This design comes from an exercise in tuning for small area on the open sky130 flow, not from production work.
Only simulation tests tie the RTL to the original design; equivalence was not proved.
Power figures rest on the tool's default switching activity, not on a simulated workload.

// spectrum_peak_finder
module spectrum_peak_finder (
  input  logic        clk,
  input  logic        rst,
  input  logic [4:0]  curr_nfft,
  input  logic [15:0] s_re,
  input  logic [15:0] s_im,
  input  logic        s_valid,
  input  logic        s_last,
  output logic        s_ready,
  output logic [9:0]  max_index,
  output logic [31:0] max_mag,
  output logic        max_valid,
  output logic        frame_err
);
Size: roughly 1000 cells after synthesis, about 86 I/O pins, about 11000 um^2 of cells after synthesis.
export LEC_CHECK = 0
export CAP_MARGIN = 20
export CORE_MARGIN = 2
export CORE_UTILIZATION = 60
export GPL_TIMING_DRIVEN = 0
export SLEW_MARGIN = 20
export SYNTH_HIERARCHICAL = 1
export SYNTH_MINIMUM_KEEP_SIZE = 0
create_clock -name core_clock -period 7.5 [get_ports {clk}]
standard.sh (not shown) runs the stock make flow with config.mk's settings and CLKGATE_MAP_FILE= SYNTH_SCRIPT=/design/flow/synth_recipe.tcl, a recipe that flattens the netlist after the stock synthesis.
==> flow/flow/run.sh <==
#!/bin/bash
# Own layout flow: the standard layout (standard.sh, which also runs the
# standard synthesis) with these changes:
#  - after synthesis, the synthesis buffers are removed and flow/downsize.tcl swaps each combinational cell to the
#    smallest drive strength of its family (repair steps upsize as needed);
#  - the port buffers that buffer_ports inserts are sky130_fd_sc_hd__buf_1
#    (every input and output port still gets its own buffer);
#  - clock tree synthesis builds the tree from clkbuf_4 without dummy loads.
# Each tool's output goes to a log of its own in this folder (standard_synth.log,
# downsize.log, standard_flow.log); ORFS also keeps per-step logs in orfs/logs/.
set -euo pipefail
export BUFFER_PORTS_ARGS="-buffer_cell sky130_fd_sc_hd__buf_1"
export CTS_ARGS="-sink_clustering_enable -repair_clock_nets -dont_use_dummy_load -buf_list sky130_fd_sc_hd__clkbuf_4 -sink_clustering_size 10"
bash standard.sh synth > standard_synth.log 2>&1
R=orfs/results/$FLOW_PLATFORM/spectrum_peak_finder/base
cat > downsize_run.tcl <<EOT
read_liberty $FLOW_HOME/platforms/$FLOW_PLATFORM/lib/sky130_fd_sc_hd__tt_025C_1v80.lib
read_db $R/1_synth.odb
remove_buffers
source flow/downsize.tcl
write_db $R/1_synth.odb
EOT
openroad -no_init -exit downsize_run.tcl > downsize.log 2>&1
bash standard.sh > standard_flow.log 2>&1
Other scripts of this flow, unchanged in this note and not shown: flow/flow/downsize.tcl
Then changed:
--- a/flow/design.v
+++ b/flow/design.v
@@ -9,52 +9,54 @@
   input  logic [15:0] s_im,
   input  logic        s_valid,
   input  logic        s_last,
   output logic        s_ready,
   output logic [9:0]  max_index,
   output logic [31:0] max_mag,
   output logic        max_valid,
   output logic        frame_err
 );
   logic [2:0]  st_q;
   logic        run_q, pub_now;
+  logic [1:0]  ne_q;        
   logic [2:0]  nm_q;        
   logic [9:0]  cnt_q;       
   logic        err_q;       
   logic        v_q;         
   logic [31:0] mag_qn;      
   logic [31:0] best_mag;
   logic [8:0]  best_idx;
   logic [8:0]  max_idx_q;
   logic        beat, first_beat, is_last, frame_end, in_win, upd, busy;
   logic [9:0]  bin_k;
-  logic [2:0]  nm_new;
+  logic [1:0]  ne_new;
   logic [31:0] mag_an, mag_bn, mag_n;
   assign busy       = st_q[2];
   assign run_q      = st_q[0];
   assign pub_now    = st_q[2] && st_q[1] && !st_q[0];    
   assign s_ready    = !busy && !rst;
   assign beat       = s_valid && s_ready;
   assign first_beat = beat && !run_q;
   assign bin_k      = run_q ? cnt_q + 10'd1 : 10'd0;
+  assign nm_q    = {&ne_q, ne_q[1], |ne_q};
   assign is_last = run_q && (cnt_q == {nm_q, 7'b1111110});
   assign in_win  = run_q && (cnt_q[9] == 1'b0) && !(cnt_q[8] && !nm_q[2]) &&
                    !(cnt_q[7] && !nm_q[1]) && !(cnt_q[6] && !nm_q[0]) &&
                    (cnt_q[8:0] != {nm_q, 6'b111111});
   assign frame_end = beat && (s_last || is_last);
   always_comb begin
     case (curr_nfft)
-      5'd7:    nm_new = 3'b000;
-      5'd8:    nm_new = 3'b001;
-      5'd9:    nm_new = 3'b011;
-      default: nm_new = 3'b111;
+      5'd7:    ne_new = 2'd0;
+      5'd8:    ne_new = 2'd1;
+      5'd9:    ne_new = 2'd2;
+      default: ne_new = 2'd3;
     endcase
   end
   logic ren1;
   logic ren2;
   logic ren3;
   logic ren4;
   logic ren5;
   logic ren6;
   logic ren7;
   logic ren8;
   logic ren9;
@@ -1316,23 +1318,23 @@
     end else begin
       st_q[2] <= st_q[2] ? !(st_q[1] && st_q[0]) : frame_end;
       st_q[1] <= st_q[2] && (st_q[1] ^ st_q[0]);
       st_q[0] <= st_q[2] ? !st_q[0] : (beat ? !frame_end : st_q[0]);
     end
   end
   always_ff @(posedge clk) begin
     if (beat) begin
       cnt_q <= bin_k;
       err_q <= s_last ^ is_last;
     end
-    if (first_beat) nm_q <= nm_new;
+    if (first_beat) ne_q <= ne_new;
     v_q   <= beat && in_win;
     mag_qn <= mag_n;
     best_mag  <= best_mag_d;
     best_idx  <= best_idx_d;
     max_mag   <= max_mag_d;
     max_idx_q <= max_idx_d;
     frame_err <= frame_err_d;
   end
   logic [31:0] best_mag_d, max_mag_d;
   logic [8:0]  best_idx_d, max_idx_d;
   logic        frame_err_d;
The changed run went through all stages and came out clean.
Worst setup slack gets better by 0.026 ns.
Synthesized area shrinks by 0.32%.
Sequential power stays flat.
Via count fell by 0.55%.
Fmax goes up by 0.37%.
Global-route usage hardly moves.
Synthesized cell count hardly moves.
Die area decreases by 0.32%.
Flip-flop and latch count falls by 1.
Cell count hardly moves.
Clock skew shrinks by 0.020 ns.
Power stays flat.
Clock-buffer cell count stays the same.

---

== run 1 ==
spectrum_peak_finder, a different RTL version from the one above (not shown whole).
Size in the first run: ~11,000 sq um of cells after synthesis.
Settings: LEC_CHECK=0, CAP_MARGIN=20, CORE_MARGIN=2, CORE_UTILIZATION=60, GPL_TIMING_DRIVEN=0, SLEW_MARGIN=20, SYNTH_HIERARCHICAL=1, SYNTH_MINIMUM_KEEP_SIZE=0; clock period 7.5 ns.
==> flow/flow/downsize.tcl <==
# Swap every combinational cell of the synthesized netlist to the smallest
# cell of the same function family (same pins); the later repair steps
# upsize again wherever timing, slew or capacitance need it.
set db [ord::get_db]
set block [[$db getChip] getBlock]
set masters [dict create]
foreach lib [$db getLibs] {
  foreach m [$lib getMasters] {
    dict set masters [$m getName] $m
  }
}
set swapped 0
set saved 0
foreach inst [$block getInsts] {
  set m [$inst getMaster]
  set name [$m getName]
  if {![regexp {^(sky130_fd_sc_hd__[a-z0-9]+)_([0-9]+)$} $name -> base drive]} { continue }
  if {[regexp {df|dl|sdf|edf|conb|tap|fill|decap|clk} $base]} { continue }
  set best $m
  set best_area [expr {[$m getWidth] * [$m getHeight]}]
  foreach d {0 1 2 4} {
    set cand "${base}_$d"
    if {![dict exists $masters $cand]} { continue }
    set cm [dict get $masters $cand]
    set a [expr {[$cm getWidth] * [$cm getHeight]}]
    if {$a < $best_area} { set best $cm; set best_area $a }
  }
  if {$best ne $m} {
    set saved [expr {$saved + [$m getWidth] * [$m getHeight] - $best_area}]
    $inst swapMaster $best
    incr swapped
  }
}
puts "downsize: swapped $swapped cells, saved [expr {$saved / 1e6}] um^2"
Scripts as last shown in full above: flow/flow/run.sh
Run 1 | stages: all done | timing, DRC, antenna: all pass
#### Input delta (run 2 over run 1)
--- a/flow/design.v
+++ b/flow/design.v
@@ -1287,30 +1287,36 @@
   spf_fa u_fs719 (.a(fc608), .b(fs663), .c(fc662), .s(fs719), .co(fc720));
   spf_fa u_fs721 (.a(fc612), .b(fs665), .c(fc664), .s(fs721), .co(fc722));
   spf_xnor2 u_hs723 (.a(fs667), .b(fc666), .y(hs723));
   spf_or2 u_hc724 (.a(fs667), .b(fc666), .y(hc724));
   spf_xnor2 u_hs725 (.a(sgn31n), .b(fc668), .y(hs725));
   spf_or2 u_hc726 (.a(sgn31n), .b(fc668), .y(hc726));
   assign mag_an = {hc724, fc722, fc720, fc718, fc716, fc714, fc712, fc710, fc708, fc706, fc704, fc702, fc700, fc698, fc696, fc694, fc692, fc690, fc688, fc686, fc684, fc682, fc680, fc678, hc676, hc674, hc672, fc670, fs669, pp153, 1'b1, ren1};
   assign mag_bn = {hs725, hs723, fs721, fs719, fs717, fs715, fs713, fs711, fs709, fs707, fs705, fs703, fs701, fs699, fs697, fs695, fs693, fs691, fs689, fs687, fs685, fs683, fs681, fs679, fs677, hs675, hs673, hs671, 1'b1, fs613, 1'b1, imn137};
   spf_cpa u_cpa (.a(mag_an), .b(mag_bn), .y(mag_n));
   logic gt;
   spf_cmp u_cmp (.an(mag_qn), .b(best_mag), .gt(gt));
   assign upd = v_q && gt;
-  logic best_ld, best_ldn, best_keep, pub_ld, pub_keep;
-  assign best_ld   = upd && !first_beat;
-  assign best_ldn  = !best_ld;
-  assign best_keep = !upd && !first_beat;
-  assign pub_ld    = dr_q[2] && !rst;
-  assign pub_keep  = !dr_q[2] && !rst;
+  logic upd_n, first_n, dr2_n;
+  logic [4:0] best_ld, best_ldn, best_keep, pub_ld, pub_keep;
+  assign upd_n   = !upd;
+  assign first_n = !first_beat;
+  assign dr2_n   = !dr_q[2];
+  for (genvar k = 0; k < 5; k++) begin : g_sel
+    spf_nand2 u_bldn (.a(upd), .b(first_n), .y(best_ldn[k]));
+    spf_nor2  u_bld  (.a(upd_n), .b(first_beat), .y(best_ld[k]));
+    spf_nor2  u_bkp  (.a(upd), .b(first_beat), .y(best_keep[k]));
+    spf_nor2  u_pld  (.a(dr2_n), .b(rst), .y(pub_ld[k]));
+    spf_nor2  u_pkp  (.a(dr_q[2]), .b(rst), .y(pub_keep[k]));
+  end
   always_ff @(posedge clk) begin
     if (rst) begin
       run_q <= 1'b0;
       dr_q  <= 4'd0;
     end else begin
       if (beat) run_q <= !frame_end;
       dr_q <= {dr_q[2:0], frame_end};
     end
   end
   always_ff @(posedge clk) begin
     if (beat) begin
       cnt_q <= bin_k;
@@ -1320,35 +1326,35 @@
     v_q   <= beat && in_win;
     mag_qn <= mag_n;
     best_mag  <= best_mag_d;
     best_idx  <= best_idx_d;
     max_mag   <= max_mag_d;
     max_idx_q <= max_idx_d;
     frame_err <= frame_err_d;
   end
   logic [31:0] best_mag_d, max_mag_d;
   logic [8:0]  best_idx_d, max_idx_d;
   logic        frame_err_d;
   for (genvar i = 0; i < 32; i++) begin : g_mag
-    spf_ao22n u_b (.a1n(best_ldn), .a2n(mag_qn[i]), .b1(best_keep), .b2(best_mag[i]), .y(best_mag_d[i]));
-    spf_ao22 u_m (.a1(pub_ld), .a2(best_mag[i]), .b1(pub_keep), .b2(max_mag[i]), .y(max_mag_d[i]));
+    spf_ao22n u_b (.a1n(best_ldn[i/8]), .a2n(mag_qn[i]), .b1(best_keep[i/8]), .b2(best_mag[i]), .y(best_mag_d[i]));
+    spf_ao22 u_m (.a1(pub_ld[i/8]), .a2(best_mag[i]), .b1(pub_keep[i/8]), .b2(max_mag[i]), .y(max_mag_d[i]));
   end
   for (genvar i = 1; i < 9; i++) begin : g_idx
-    spf_ao22 u_b (.a1(best_ld), .a2(cnt_q[i]), .b1(best_keep), .b2(best_idx[i]), .y(best_idx_d[i]));
+    spf_ao22 u_b (.a1(best_ld[4]), .a2(cnt_q[i]), .b1(best_keep[4]), .b2(best_idx[i]), .y(best_idx_d[i]));
   end
-  assign best_idx_d[0] = (best_ld & cnt_q[0]) | (best_keep & best_idx[0]) | first_beat;
+  assign best_idx_d[0] = (best_ld[4] & cnt_q[0]) | (best_keep[4] & best_idx[0]) | first_beat;
   for (genvar i = 0; i < 9; i++) begin : g_midx
-    spf_ao22 u_m (.a1(pub_ld), .a2(best_idx[i]), .b1(pub_keep), .b2(max_idx_q[i]), .y(max_idx_d[i]));
+    spf_ao22 u_m (.a1(pub_ld[4]), .a2(best_idx[i]), .b1(pub_keep[4]), .b2(max_idx_q[i]), .y(max_idx_d[i]));
   end
-  spf_ao22 u_ferr (.a1(pub_ld), .a2(err_q), .b1(pub_keep), .b2(frame_err), .y(frame_err_d));
+  spf_ao22 u_ferr (.a1(pub_ld[4]), .a2(err_q), .b1(pub_keep[4]), .b2(frame_err), .y(frame_err_d));
   assign max_index = {1'b0, max_idx_q};
   assign max_valid = dr_q[3];
 endmodule
 module spf_fa (
   input  logic a,
   input  logic b,
   input  logic c,
   output logic s,
   output logic co
 );
   assign s  = a ^ b ^ c;
   assign co = (a & b) | (c & (a ^ b));
[summary]
- Number of antenna cells inserted delta (run 2 -> run 1): insignificant
- Run 2 and run 1 ended up with roughly the same routing usage on met1.
- Run 2 has more setup slack than run 1.
- Going from run 1 to run 2, total power after layout increased by about 0.7% relative to the old numbers; estimated wirelength of the detail-placed design shows an increase of 540 microns; final routed wirelength across all metal layers shows an increase of about 1.4%.
- Run 2 vs run 1: area added between synthesis and finish down
- Sort run 2 and run 1 by share of the cycle needed by the critical path after routing, ascending, and run 2 comes first.
- Compared with run 1, in run 2 global routing met3 resource utilization went up; switching part of the total went up.
- Run 2: power share of the combinational group higher than run 1
- Run 2 has total power density per cell area above what run 1 had.

==> port drivers added, routing unchanged <==
The flow's constraints put no driver on any port. The routed layouts listed below were extracted and timed again, unchanged, in two steps. Step 1, drivers: a clkbuf_16 drives clk and a buf_2 each remaining input, both assumed. Step 2 adds t to the input delays and takes it off the output delays; t is the mean of the earliest and latest rising clock arrival at the registers after step 1. Input paths then give back, and output paths get back, about the clock's delay inside the block. a / b / c = ideal / step 1 / step 2; a / b = the first two.
run | t, ns | setup slack, ns | clock arrival spread, ns | worst register clock-pin slew, ns
the first run of note 1 | 0.510 | 0.355 / 0.366 / -0.144 | 0.056 / 0.056 | 0.12 / 0.12
the second run of note 1 | 0.527 | 0.381 / 0.389 / -0.138 | 0.037 / 0.036 | 0.12 / 0.12
run 1 | 0.526 | 0.456 / 0.466 / -0.059 | 0.038 / 0.037 | 0.11 / 0.11
run 2 | 0.517 | 0.477 / 0.488 / -0.029 | 0.046 / 0.046 | 0.11 / 0.11
Met with ideal ports but missed after step 2: setup timing in every run listed. For the second run of note 1, which loses most, drivers alone change the setup slack by +0.008 ns; drivers and shift together by -0.519 ns.
